This is an optimization exercise on Yosys and OpenROAD, whose aim is small area, not a production implementation. In this exercise RTL edits were held to simulation tests only and were not proved equivalent to the original. Power is estimated from default activity; no workload was simulated.

File: flow/design.v
package cpu_isa_pkg;
  typedef logic [32-1:0] word_t;
  typedef logic [$clog2(16)-1:0] reg_addr_t;
  typedef logic [$clog2(64)-1:0] imem_addr_t;
  typedef enum logic [3:0] {
    op_and = 4'b0000,
    op_sub = 4'b0010,
    op_add = 4'b0100,
    op_cmp = 4'b1010,
    op_orr = 4'b1100,
    op_mov = 4'b1101
  } opcode_e;
  typedef enum logic [3:0] {
    cond_eq = 4'b0000,
    cond_ne = 4'b0001,
    cond_al = 4'b1110
  } cond_e;
  typedef struct packed {
    logic n;
    logic z;
  } flags_t;
  typedef struct packed {
    cond_e       cond;
    opcode_e     opcode;
    logic        is_branch;
    logic        s;
    logic        imm_sel;
    reg_addr_t   rd;
    reg_addr_t   rn;
    reg_addr_t   rm;
    logic [7:0]  imm8;
    logic [23:0] offset;
  } dec_instr_t;
  typedef struct packed {
    word_t instr;
    word_t pc;
  } fd_payload_t;
  typedef struct packed {
    dec_instr_t instr;
    word_t      op_a;  
    word_t      op_b;  
    word_t      pc;
  } de_payload_t;
  typedef struct packed {
    logic      en;
    reg_addr_t addr;
    word_t     data;
  } rf_wr_t;
endpackage
package cpu_bus_pkg;
  typedef logic [12-1:0] axil_addr_t;
  typedef enum logic [1:0] {
    resp_okay   = 2'b00,
    resp_exokay = 2'b01,
    resp_slverr = 2'b10,
    resp_decerr = 2'b11
  } resp_e;
  typedef struct packed {
    axil_addr_t              awaddr;
    logic                    awvalid;
    logic [32-1:0]    wdata;
    logic [32/8-1:0]  wstrb;
    logic                    wvalid;
    logic                    bready;
    axil_addr_t              araddr;
    logic                    arvalid;
    logic                    rready;
  } axil_req_t;
  typedef struct packed {
    logic                 awready;
    logic                 wready;
    resp_e                bresp;
    logic                 bvalid;
    logic                 arready;
    logic [32-1:0] rdata;
    resp_e                rresp;
    logic                 rvalid;
  } axil_rsp_t;
endpackage
`timescale 1ns/1ps
module pipe_reg #(
  parameter int unsigned WIDTH = 1
) (
  input  logic     clk_i,
  input  logic     rst_n_i,
  input  logic     valid_i,
  input  logic [WIDTH-1:0] data_i,
  input  logic     flush_i,
  output logic     valid_o,
  output logic [WIDTH-1:0] data_o
);
  always_ff @(posedge clk_i or negedge rst_n_i) begin
    if (!rst_n_i) begin
      valid_o <= 1'b0;
    end else begin
      valid_o <= valid_i && !flush_i;  
    end
  end
  always_ff @(posedge clk_i) begin
    data_o <= data_i;
  end
endmodule
`timescale 1ns/1ps
module cpu_ctrl_regs (
  input  logic                    clk_i,
  input  logic                    rst_n_i,
  input  cpu_bus_pkg::axil_req_t  axil_req_i,
  output cpu_bus_pkg::axil_rsp_t  axil_rsp_o,
  output logic                    run_o,
  output logic                    imem_we_o,
  output cpu_isa_pkg::imem_addr_t imem_waddr_o,
  output cpu_isa_pkg::word_t      imem_wdata_o,
  input  cpu_isa_pkg::word_t      pc_i,
  output cpu_isa_pkg::reg_addr_t  dbg_raddr_o,
  input  cpu_isa_pkg::word_t      dbg_rdata_i
);
  localparam int unsigned imem_aw = $clog2(64);
  localparam int unsigned reg_aw  = $clog2(16);
  logic               run_q;
  logic               bvalid_q;
  logic               rvalid_q;
  logic               wr_hs;
  logic               rd_hs;
  cpu_isa_pkg::word_t rdata_q;
  cpu_isa_pkg::word_t rd_mux;
  cpu_isa_pkg::word_t imem_shadow [64];  
  function automatic logic in_window(input cpu_bus_pkg::axil_addr_t addr,
                                     input cpu_bus_pkg::axil_addr_t base,
                                     input int unsigned words);
    logic [31:0] a32;
    logic [31:0] b32;
    a32 = 32'(addr);
    b32 = 32'(base);
    in_window = (a32 >= b32) && (a32 < b32 + words * 4);
  endfunction
  assign wr_hs = axil_req_i.awvalid && axil_req_i.wvalid && !bvalid_q;
  assign rd_hs = axil_req_i.arvalid && !rvalid_q;
  assign axil_rsp_o.awready = wr_hs;
  assign axil_rsp_o.wready  = wr_hs;
  assign axil_rsp_o.bresp   = cpu_bus_pkg::resp_okay;
  assign axil_rsp_o.bvalid  = bvalid_q;
  assign axil_rsp_o.arready = !rvalid_q;
  assign axil_rsp_o.rdata   = rdata_q;
  assign axil_rsp_o.rresp   = cpu_bus_pkg::resp_okay;
  assign axil_rsp_o.rvalid  = rvalid_q;
  assign run_o        = run_q;
  assign imem_we_o    = wr_hs && in_window(axil_req_i.awaddr, 12'h400,
                                           64);
  assign imem_waddr_o = axil_req_i.awaddr[imem_aw+1:2];
  assign imem_wdata_o = axil_req_i.wdata;  
  assign dbg_raddr_o  = axil_req_i.araddr[reg_aw+1:2];
  always_comb begin
    rd_mux = '0;  
    if (axil_req_i.araddr == 12'h000) begin
      rd_mux = cpu_isa_pkg::word_t'(run_q);
    end else if (axil_req_i.araddr == 12'h004) begin
      rd_mux = pc_i;
    end else if (in_window(axil_req_i.araddr, 12'h040, 16)) begin
      rd_mux = dbg_rdata_i;
    end else if (in_window(axil_req_i.araddr, 12'h400, 64)) begin
      rd_mux = imem_shadow[axil_req_i.araddr[imem_aw+1:2]];
    end
  end
  always_ff @(posedge clk_i or negedge rst_n_i) begin
    if (!rst_n_i) begin
      run_q    <= 1'b0;
      bvalid_q <= 1'b0;
      rvalid_q <= 1'b0;
    end else begin
      if (wr_hs && axil_req_i.awaddr == 12'h000) begin
        run_q <= axil_req_i.wdata[0];
      end
      if (wr_hs) begin
        bvalid_q <= 1'b1;
      end else if (axil_req_i.bready) begin
        bvalid_q <= 1'b0;
      end
      if (rd_hs) begin
        rvalid_q <= 1'b1;
      end else if (axil_req_i.rready) begin
        rvalid_q <= 1'b0;
      end
    end
  end
  always_ff @(posedge clk_i) begin
    if (rd_hs) rdata_q <= rd_mux;
    if (imem_we_o) imem_shadow[imem_waddr_o] <= axil_req_i.wdata;
  end
endmodule
`timescale 1ns/1ps
module fetch (
  input  logic                     clk_i,
  input  logic                     rst_n_i,
  input  logic                     run_i,
  input  logic                     imem_we_i,
  input  cpu_isa_pkg::imem_addr_t  imem_waddr_i,
  input  cpu_isa_pkg::word_t       imem_wdata_i,
  input  logic                     branch_taken_i,
  input  cpu_isa_pkg::word_t       branch_target_i,
  output logic                     fd_valid_o,
  output cpu_isa_pkg::fd_payload_t fd_o,
  output cpu_isa_pkg::word_t       pc_o
);
  localparam int unsigned imem_aw = $clog2(64);
  cpu_isa_pkg::word_t      imem [64];
  cpu_isa_pkg::imem_addr_t pc_idx_q;  
  always_ff @(posedge clk_i) begin
    if (imem_we_i) imem[imem_waddr_i] <= imem_wdata_i;
  end
  always_ff @(posedge clk_i or negedge rst_n_i) begin
    if (!rst_n_i) begin
      pc_idx_q <= '0;
    end else if (branch_taken_i) begin
      pc_idx_q <= branch_target_i[imem_aw+1:2];
    end else if (run_i) begin
      pc_idx_q <= pc_idx_q + 1'b1;
    end
  end
  assign pc_o       = cpu_isa_pkg::word_t'({pc_idx_q, 2'b00});
  assign fd_valid_o = run_i;
  assign fd_o.instr = imem[pc_idx_q];  
  assign fd_o.pc    = pc_o;
endmodule
`timescale 1ns/1ps
module decode_reg_r (
  input  logic                     clk_i,
  input  logic                     fd_valid_i,
  input  cpu_isa_pkg::fd_payload_t fd_i,
  input  cpu_isa_pkg::rf_wr_t      rf_wr_i,
  input  cpu_isa_pkg::reg_addr_t   dbg_raddr_i,
  output cpu_isa_pkg::word_t       dbg_rdata_o,
  output logic                     de_valid_o,
  output cpu_isa_pkg::de_payload_t de_o
);
  cpu_isa_pkg::word_t      rf [16];
  cpu_isa_pkg::dec_instr_t dec;
  cpu_isa_pkg::word_t      rn_val;
  cpu_isa_pkg::word_t      rm_val;
  always_comb begin
    dec.cond      = cpu_isa_pkg::cond_e'(fd_i.instr[31:28]);
    dec.is_branch = (fd_i.instr[27:26] == 2'b10);
    dec.imm_sel   = fd_i.instr[25];
    dec.rn        = fd_i.instr[19:16];
    dec.rd        = fd_i.instr[15:12];
    dec.rm        = fd_i.instr[3:0];
    dec.imm8      = fd_i.instr[7:0];
    dec.offset    = fd_i.instr[23:0];
    if (fd_i.instr[27:26] == 2'b00) begin
      dec.opcode = cpu_isa_pkg::opcode_e'(fd_i.instr[24:21]);
      dec.s      = fd_i.instr[20];
    end else begin
      dec.opcode = cpu_isa_pkg::opcode_e'(4'b1111);
      dec.s      = 1'b0;
    end
  end
  assign rn_val = (rf_wr_i.en && rf_wr_i.addr == dec.rn) ? rf_wr_i.data : rf[dec.rn];
  assign rm_val = (rf_wr_i.en && rf_wr_i.addr == dec.rm) ? rf_wr_i.data : rf[dec.rm];
  always_ff @(posedge clk_i) begin
    if (rf_wr_i.en) rf[rf_wr_i.addr] <= rf_wr_i.data;
  end
  assign dbg_rdata_o = rf[dbg_raddr_i];
  assign de_valid_o = fd_valid_i;
  assign de_o.instr = dec;
  assign de_o.op_a  = rn_val;
  assign de_o.op_b  = rm_val;
  assign de_o.pc    = fd_i.pc;
endmodule
`timescale 1ns/1ps
module execute (
  input  logic                     clk_i,
  input  logic                     rst_n_i,
  input  logic                     de_valid_i,
  input  cpu_isa_pkg::de_payload_t de_i,
  output cpu_isa_pkg::rf_wr_t      rf_wr_o,
  output logic                     branch_taken_o,
  output cpu_isa_pkg::word_t       branch_target_o,
  output logic                     flush_o
);
  cpu_isa_pkg::flags_t cpsr_q;
  cpu_isa_pkg::word_t  op2;
  cpu_isa_pkg::word_t  alu_res;
  logic                cond_met;
  logic                writes_rd;
  logic                sets_flags;
  logic                dp_fire;
  always_comb begin
    case (de_i.instr.cond)
      cpu_isa_pkg::cond_eq: cond_met = cpsr_q.z;
      cpu_isa_pkg::cond_ne: cond_met = !cpsr_q.z;
      cpu_isa_pkg::cond_al: cond_met = 1'b1;
      default:              cond_met = 1'b0;  
    endcase
  end
  assign op2 = de_i.instr.imm_sel ? cpu_isa_pkg::word_t'(de_i.instr.imm8) : de_i.op_b;
  always_comb begin
    alu_res   = '0;
    writes_rd = 1'b1;
    case (de_i.instr.opcode)
      cpu_isa_pkg::op_and: alu_res = de_i.op_a & op2;
      cpu_isa_pkg::op_sub: alu_res = de_i.op_a - op2;
      cpu_isa_pkg::op_add: alu_res = de_i.op_a + op2;
      cpu_isa_pkg::op_orr: alu_res = de_i.op_a | op2;
      cpu_isa_pkg::op_mov: alu_res = op2;
      cpu_isa_pkg::op_cmp: begin
        alu_res   = de_i.op_a - op2;
        writes_rd = 1'b0;
      end
      default: writes_rd = 1'b0;
    endcase
  end
  assign sets_flags = (de_i.instr.opcode == cpu_isa_pkg::op_cmp) ||
                      (de_i.instr.s && writes_rd);
  assign dp_fire    = de_valid_i && cond_met && !de_i.instr.is_branch;
  assign rf_wr_o.en   = dp_fire && writes_rd;
  assign rf_wr_o.addr = de_i.instr.rd;
  assign rf_wr_o.data = alu_res;
  always_ff @(posedge clk_i or negedge rst_n_i) begin
    if (!rst_n_i) begin
      cpsr_q <= '0;
    end else if (dp_fire && sets_flags) begin
      cpsr_q.n <= alu_res[32-1];
      cpsr_q.z <= (alu_res == '0);
    end
  end
  assign branch_taken_o  = de_valid_i && cond_met && de_i.instr.is_branch;
  assign branch_target_o = de_i.pc + 8 +
                           {{(32-26){de_i.instr.offset[23]}}, de_i.instr.offset, 2'b00};
  assign flush_o         = branch_taken_o;  
endmodule
`timescale 1ns/1ps
module cpu (
  input  logic                   clk_i,
  input  logic                   rst_n_i,
  input  cpu_bus_pkg::axil_req_t axil_req_i,
  output cpu_bus_pkg::axil_rsp_t axil_rsp_o
);
  logic                     run;
  logic                     imem_we;
  cpu_isa_pkg::imem_addr_t  imem_waddr;
  cpu_isa_pkg::word_t       imem_wdata;
  cpu_isa_pkg::word_t       pc;
  cpu_isa_pkg::reg_addr_t   dbg_raddr;
  cpu_isa_pkg::word_t       dbg_rdata;
  logic                     fetch_valid;
  cpu_isa_pkg::fd_payload_t fetch_data;
  logic                     fd_valid;
  cpu_isa_pkg::fd_payload_t fd_data;
  logic                     decode_valid;
  cpu_isa_pkg::de_payload_t decode_data;
  logic                     de_valid;
  cpu_isa_pkg::de_payload_t de_data;
  cpu_isa_pkg::rf_wr_t      rf_wr;
  logic                     branch_taken;
  cpu_isa_pkg::word_t       branch_target;
  logic                     flush;
  cpu_ctrl_regs ctrl_regs (
      .clk_i(clk_i), .rst_n_i(rst_n_i)
    , .axil_req_i(axil_req_i), .axil_rsp_o(axil_rsp_o)
    , .run_o(run), .imem_we_o(imem_we), .imem_waddr_o(imem_waddr)
    , .imem_wdata_o(imem_wdata), .pc_i(pc)
    , .dbg_raddr_o(dbg_raddr), .dbg_rdata_i(dbg_rdata)
  );
  fetch fetch_stage (
      .clk_i(clk_i), .rst_n_i(rst_n_i), .run_i(run)
    , .imem_we_i(imem_we), .imem_waddr_i(imem_waddr), .imem_wdata_i(imem_wdata)
    , .branch_taken_i(branch_taken), .branch_target_i(branch_target)
    , .fd_valid_o(fetch_valid), .fd_o(fetch_data), .pc_o(pc)
  );
  pipe_reg #(.WIDTH($bits(fetch_data))) fd_reg (
      .clk_i(clk_i), .rst_n_i(rst_n_i), .valid_i(fetch_valid), .data_i(fetch_data)
    , .flush_i(flush), .valid_o(fd_valid), .data_o(fd_data)
  );
  decode_reg_r decode_stage (
      .clk_i(clk_i), .fd_valid_i(fd_valid), .fd_i(fd_data), .rf_wr_i(rf_wr)
    , .dbg_raddr_i(dbg_raddr), .dbg_rdata_o(dbg_rdata)
    , .de_valid_o(decode_valid), .de_o(decode_data)
  );
  pipe_reg #(.WIDTH($bits(decode_data))) de_reg (
      .clk_i(clk_i), .rst_n_i(rst_n_i), .valid_i(decode_valid), .data_i(decode_data)
    , .flush_i(flush), .valid_o(de_valid), .data_o(de_data)
  );
  execute execute_stage (
      .clk_i(clk_i), .rst_n_i(rst_n_i), .de_valid_i(de_valid), .de_i(de_data)
    , .rf_wr_o(rf_wr), .branch_taken_o(branch_taken)
    , .branch_target_o(branch_target), .flush_o(flush)
  );
endmodule
`timescale 1ns/1ps
module cpu_top (
  input  logic        clk_i,
  input  logic        rst_n_i,
  input  logic [11:0] awaddr_i,
  input  logic        awvalid_i,
  input  logic [31:0] wdata_i,
  input  logic [3:0]  wstrb_i,
  input  logic        wvalid_i,
  input  logic        bready_i,
  input  logic [11:0] araddr_i,
  input  logic        arvalid_i,
  input  logic        rready_i,
  output logic        awready_o,
  output logic        wready_o,
  output logic [1:0]  bresp_o,
  output logic        bvalid_o,
  output logic        arready_o,
  output logic [31:0] rdata_o,
  output logic [1:0]  rresp_o,
  output logic        rvalid_o
);
  cpu_bus_pkg::axil_req_t req;
  cpu_bus_pkg::axil_rsp_t rsp;
  assign req.awaddr  = awaddr_i;
  assign req.awvalid = awvalid_i;
  assign req.wdata   = wdata_i;
  assign req.wstrb   = wstrb_i;
  assign req.wvalid  = wvalid_i;
  assign req.bready  = bready_i;
  assign req.araddr  = araddr_i;
  assign req.arvalid = arvalid_i;
  assign req.rready  = rready_i;
  cpu cpu_i (
    .clk_i     (clk_i),
    .rst_n_i   (rst_n_i),
    .axil_req_i(req),
    .axil_rsp_o(rsp)
  );
  assign awready_o = rsp.awready;
  assign wready_o  = rsp.wready;
  assign bresp_o   = rsp.bresp;
  assign bvalid_o  = rsp.bvalid;
  assign arready_o = rsp.arready;
  assign rdata_o   = rsp.rdata;
  assign rresp_o   = rsp.rresp;
  assign rvalid_o  = rsp.rvalid;
endmodule
File: flow/run.sh
#!/bin/bash
# synth_recipe.tcl (not shown) runs the flow's synth.tcl, then flattens the netlist and writes it again
# the make line also repeats each setting of config.mk as NAME=value (left out here)
make -C /OpenROAD-flow-scripts/flow DESIGN_CONFIG=/design/flow/config.mk WORK_HOME=/design/flow/orfs CLKGATE_MAP_FILE= SYNTH_SCRIPT=/design/flow/synth_recipe.tcl finish
File: flow/config.mk
export PLATFORM = sky130hd
export DESIGN_NAME = cpu_top
export DESIGN_NICKNAME = cpu_top
export VERILOG_FILES = /design/flow/design.v
export SDC_FILE = /design/flow/constraint.sdc
export NUM_CORES = 4
export LEC_CHECK = 0
export CAP_MARGIN = 20
export CORE_MARGIN = 2
export CORE_UTILIZATION = 40
export SLEW_MARGIN = 20
File: flow/constraint.sdc
create_clock -name core_clock -period 8.0 [get_ports {clk_i}]
set_input_delay 1.6000 -clock core_clock [delete_from_list [all_inputs] [get_ports {clk_i}]]
set_output_delay 1.6000 -clock core_clock [all_outputs]
set_load 0.01 [all_outputs]
==> flow_summary.yaml <==
outcome:
  outcome: "finished clean"
timing:
  fin_crit_sh: 0.895
  fin_crit_ns: 7.16
  setup-violations-final: 0
  drv_slew: 0
  rsz0062_at_grt: "false"
  fin_setup_tns_ns: 0
  finalHoldViolations: 0
  skew_ns: 0.0616
  fmax_ghz: 0.140
  slew_headroom: 0.209
  worstMarginPinSlew_ns: 1.18
clocking:
  clockBufferDepth: 4
  cts_sinks: 2671
  post-cts-setup-buffers: 0
  cts_hold_buf: 0
  clk-insertion-delay-late_ns: 0.87
  path_clk_slew_ns: 0.06
  htree_levels: 5
  cts-resized-gates: 0
  cts_root_buf: "clkbuf_16"
  numCtsBuffers: 297
  cts_tree: "yes"
worst_hold_path:
  hold_path_depth: 0
  hold_class: "flop to flop"
  whs_endpoint: "cpu_i.de_reg.data_o[3]$_DFF_P_"
  hp-start: "cpu_i.fd_reg.data_o[3]$_DFF_P_"
yosys:
  yosysWarnings: 6
  synth_flop_cell: "edfxtp_1"
  synth_top_family_by_area: "multiplexers"
  synth_area_um2: 126000
  synth.top_cell.area_share: 0.616
  synth_compound_area_frac: 0.0221
  yosys.area_share.simple: 0.0193
  synth_top_cell_by_area: "edfxtp_1"
  async_flop_share: 0.00449
  avgSynthCellArea_um2: 21.2
  ys_types: 93
  synthTopCellsByArea: "edfxtp_1 (62%), mux4_2 (29%), dfxtp_1 (1.1%)"
  synthCells: 5950
  synthXorXnorAreaFrac: 0.00402
  synth.yosys.seq_area_share: 0.629
  ys_ff_latch: 2671
  synth_adder_area_share: 0.00467
  synthMuxAreaShare: 0.303
  synth-edff-count: 2592
pwr:
  powerDensity_nw_per_um2: 214
  total_power_mw: 30.7
  cellLeakagePower_nw: 43.7
  peakVddDrop_mv: 0.182
die:
  boundaryPins: 108
  initial_core_util: 0.402
  die_w_um: 566
  die_area_um2: 320000
  rows: 206
  chipHeight_um: 566
  core_um2: 315000
routing:
  drc: 0
  wl_mm: 414
  vias_per_cell: 6.63
  dr.pass1.iters: 6
  drt-wirelength-per-cell_um: 39.1
  vias: 70136
  first_iter_violations: 9937
  ant_nets: 0
setup_path:
  cp-start-kind: "flop"
  crit_path_cell_trace: "mux4_1 > mux4_2 > mux2i_4 > and4bb_2 > nand4bb_1 > nor4_4 > a21oi_1 > xnor2_1 > ha_1 > a21oi_1 > o21ai_0 > a221oi_1 > a41oi_1 > xnor2_1 > o22ai_1 > nor4_1 > nand4b_1 > or4_1 > o21ai_1"
  arrival_ns: 7.90
  worstSetupPathType: "flop to flop"
  slowest_stage: "dfxtp_4"
  r2r_slack_ns: 0.84
  end_kind: "flop"
  r2r_end: "cpu_i.execute_stage.cpsr_q[0]$_DFFE_PN0P_"
  critPathMaxStageDelay_ns: 0.73
  r2r_cells: 19
  worstPathMaxFanout: 31
  required_ns: 8.74
  r2r-start: "cpu_i.de_reg.data_o[97]$_DFF_P_"
place:
  gp_congestion: 0.925
  portBuffers: 99
  dpl_cell_area_um2: 134000
  hpwl_mm: 251
grt:
  grt-ovfl-total: 0
  antenna_found_initial: 38
  grt_max_degree: 93
  track_usage: 0.256
  grt_first_pass_wirelength_mm: 574
  grt_pass1_vias: 71587
layout:
  final_layout_size_suffix_gt1_frac: 0.395
  fin_area_um2: 143000
  fillers: 26000
  syn2layout_area_growth_pct: 13.4
  fin_nets: 6289
run:
  maxCapViolations: 0
Yosys cell counts (all sizes together) (11+ instances only):
| cell | instances |
|---|---|
| nor3 | 23 |
| clkbuf | 267 |
| dfxtp | 67 |
| dfrtp | 12 |
| nand3 | 46 |
| xnor2 | 40 |
| nand2b | 19 |
| nor2b | 23 |
| and2 | 12 |
| a22oi | 61 |
| inv | 43 |
| edfxtp | 2592 |
| a31oi | 21 |
| a21oi | 76 |
| ha | 44 |
| buf | 196 |
| a32o | 26 |
| o211ai | 14 |
| a21o | 21 |
| nor3b | 11 |
| xor2 | 18 |
| o21ai | 67 |
| nand2 | 116 |
| mux2i | 101 |
| mux2 | 20 |
| a211oi | 14 |
| nor2 | 165 |
| or2 | 12 |
| mux4 | 1646 |
| nand4 | 12 |
per-layer routing:
layer	share of wire	vias up	track usage
met1	0.38	38572	0.349
met3	0.095	789	0.0513
met5	0.00028	-	0
met2	0.48	3909	0.407
met4	0.043	20	0.0996
li1	-	26846	-
power by group:
group | internal (mW) | leakage, nW | switching (mW)
combinational | 0.794 | 15.0 | 1.05
sequential | 15.3 | 24.2 | 0.0336
clock | 7.87 | 4.62 | 5.62
total | 24.0 | 43.7 | 6.71
cell type report:
type	instances	area, um^2	share of cell area
Antenna cell	22	55.1	0.000384
Clock buffer	386	8150	0.0569
Multi-Input combinational cell	2773	45300	0.316
Sequential cell	2671	79500	0.555
Tap cell	4160	5200	0.0363
Timing Repair Buffer	387	3600	0.0251
Clock inverter	140	1290	0.00903
Inverter	46	173	0.00120
worst max path at each step:
stage | startpoint | end | cells after the start
6_report | cpu_i.de_reg.data_o[97]$_DFF_P_ | cpu_i.execute_stage.cpsr_q[0]$_DFFE_PN0P_ | 19
2_1_floorplan | cpu_i.de_reg.data_o[96]$_DFF_P_ | cpu_i.execute_stage.cpsr_q[0]$_DFFE_PN0P_ | 23
5_1_grt | cpu_i.de_reg.data_o[97]$_DFF_P_ | cpu_i.execute_stage.cpsr_q[0]$_DFFE_PN0P_ | 21
3_5_place_dp | cpu_i.de_reg.data_o[97]$_DFF_P_ | cpu_i.execute_stage.cpsr_q[0]$_DFFE_PN0P_ | 19
3_3_place_gp | cpu_i.de_reg.data_o[97]$_DFF_P_ | cpu_i.execute_stage.cpsr_q[0]$_DFFE_PN0P_ | 19
4_1_cts | cpu_i.de_reg.data_o[97]$_DFF_P_ | cpu_i.execute_stage.cpsr_q[0]$_DFFE_PN0P_ | 19
placed cells by master, fill, tap and decap left out, types with 13 or more instances in the layout:
cell type        count
nor2b_1             19
bufinv_16           21
mux4_2            1640
o21ai_0             60
mux2i_1            100
nor2_4              75
nand2b_1            19
clkdlybuf4s50_1     60
inv_1               41
a21o_1              21
xnor2_1             40
xor2_1              18
ha_1                44
mux2_2              20
a22oi_1             61
buf_4              254
clkbuf_16          309
a32o_1              26
a211oi_1            13
a21oi_1             76
clkbuf_8            13
clkbuf_1            64
a31oi_1             21
nor3_1              18
clkinv_1            58
buf_2               23
nor2_1              88
nand2_1            116
buf_12              46
o211ai_1            14
edfxtp_1          2592
clkinv_2            40
diode_2             22
nand3_1             46
dfxtp_1             59
worst max-delay path, delay by kind of cell, from the launching register on:
| family | cells | cell delay, ns |
|---|---|---|
| compound gates | 7 | 1.82 |
| flops | 1 | 0.73 |
| xor+xnor | 2 | 0.43 |
| mux | 3 | 1.43 |
| fa+ha+maj | 1 | 0.43 |
| simple gates | 6 | 2.16 |
sequential cells by signal (all words and copies together), names as in the netlist, 3 cells and up:
register / flops
cpu_i.ctrl_regs.rdata_q: 32
cpu_i.fetch_stage.pc_idx_q: 6
cpu_i.ctrl_regs.imem_shadow: 64
cpu_i.fd_reg.data_o: 34
cpu_i.fetch_stage.imem: 1984
cpu_i.decode_stage.rf: 512
cpu_i.de_data: 3
cpu_i.de_reg.data_o: 30
stage by stage:
| stage | setup WS (ns) | hold slack [ns] | std cells | utilization |
|---|---|---|---|---|
| after global placement | 0.935 | 0.310 | 10035 | 0.425 |
| after global routing | 0.623 | 0.331 | 10567 | 0.455 |
| after floorplan | 1.93 | 0.310 | 5953 | - |
| after detailed placement | 0.959 | 0.313 | 10036 | 0.425 |
| final | 0.841 | 0.325 | 10585 | 0.455 |
| after CTS | 0.890 | 0.326 | 10562 | 0.455 |
cells by family (layout without fill, tap and decap cells):
group | Yosys count | in the layout
compound gates | 400 | 400
xor+xnor | 58 | 58
fa+ha+maj | 46 | 46
buf+inv | 509 | 959
flops | 2671 | 2671
mux | 1767 | 1767
other cells | 1 | 26
simple gates | 498 | 498

==> what the ideal ports hide <==
No port has a modelled driver above. Below, the same layout with a new extraction and two added sets of constraints. Step 1: set_driving_cell puts a clkbuf_16 on clk_i and a buf_2 on each other input, an assumption about the parent block. Step 2 also shifts input and output timing later by t, the mid clock arrival at the registers, as if the neighbouring blocks saw the same clock. a / b / c = ideal / step 1 / step 2; a / b = the first two.
t, ns: 0.964
setup WS [ns]: 0.841 / 0.841 / 0.841
slew at the worst register clock pin (ns): 0.07 / 0.07
worst data-port slew with drivers (ns): 0.41
After both steps this run still meets setup and hold. The setup slack of this run moves by 0.000 ns with the drivers and by 0.000 ns with both steps.
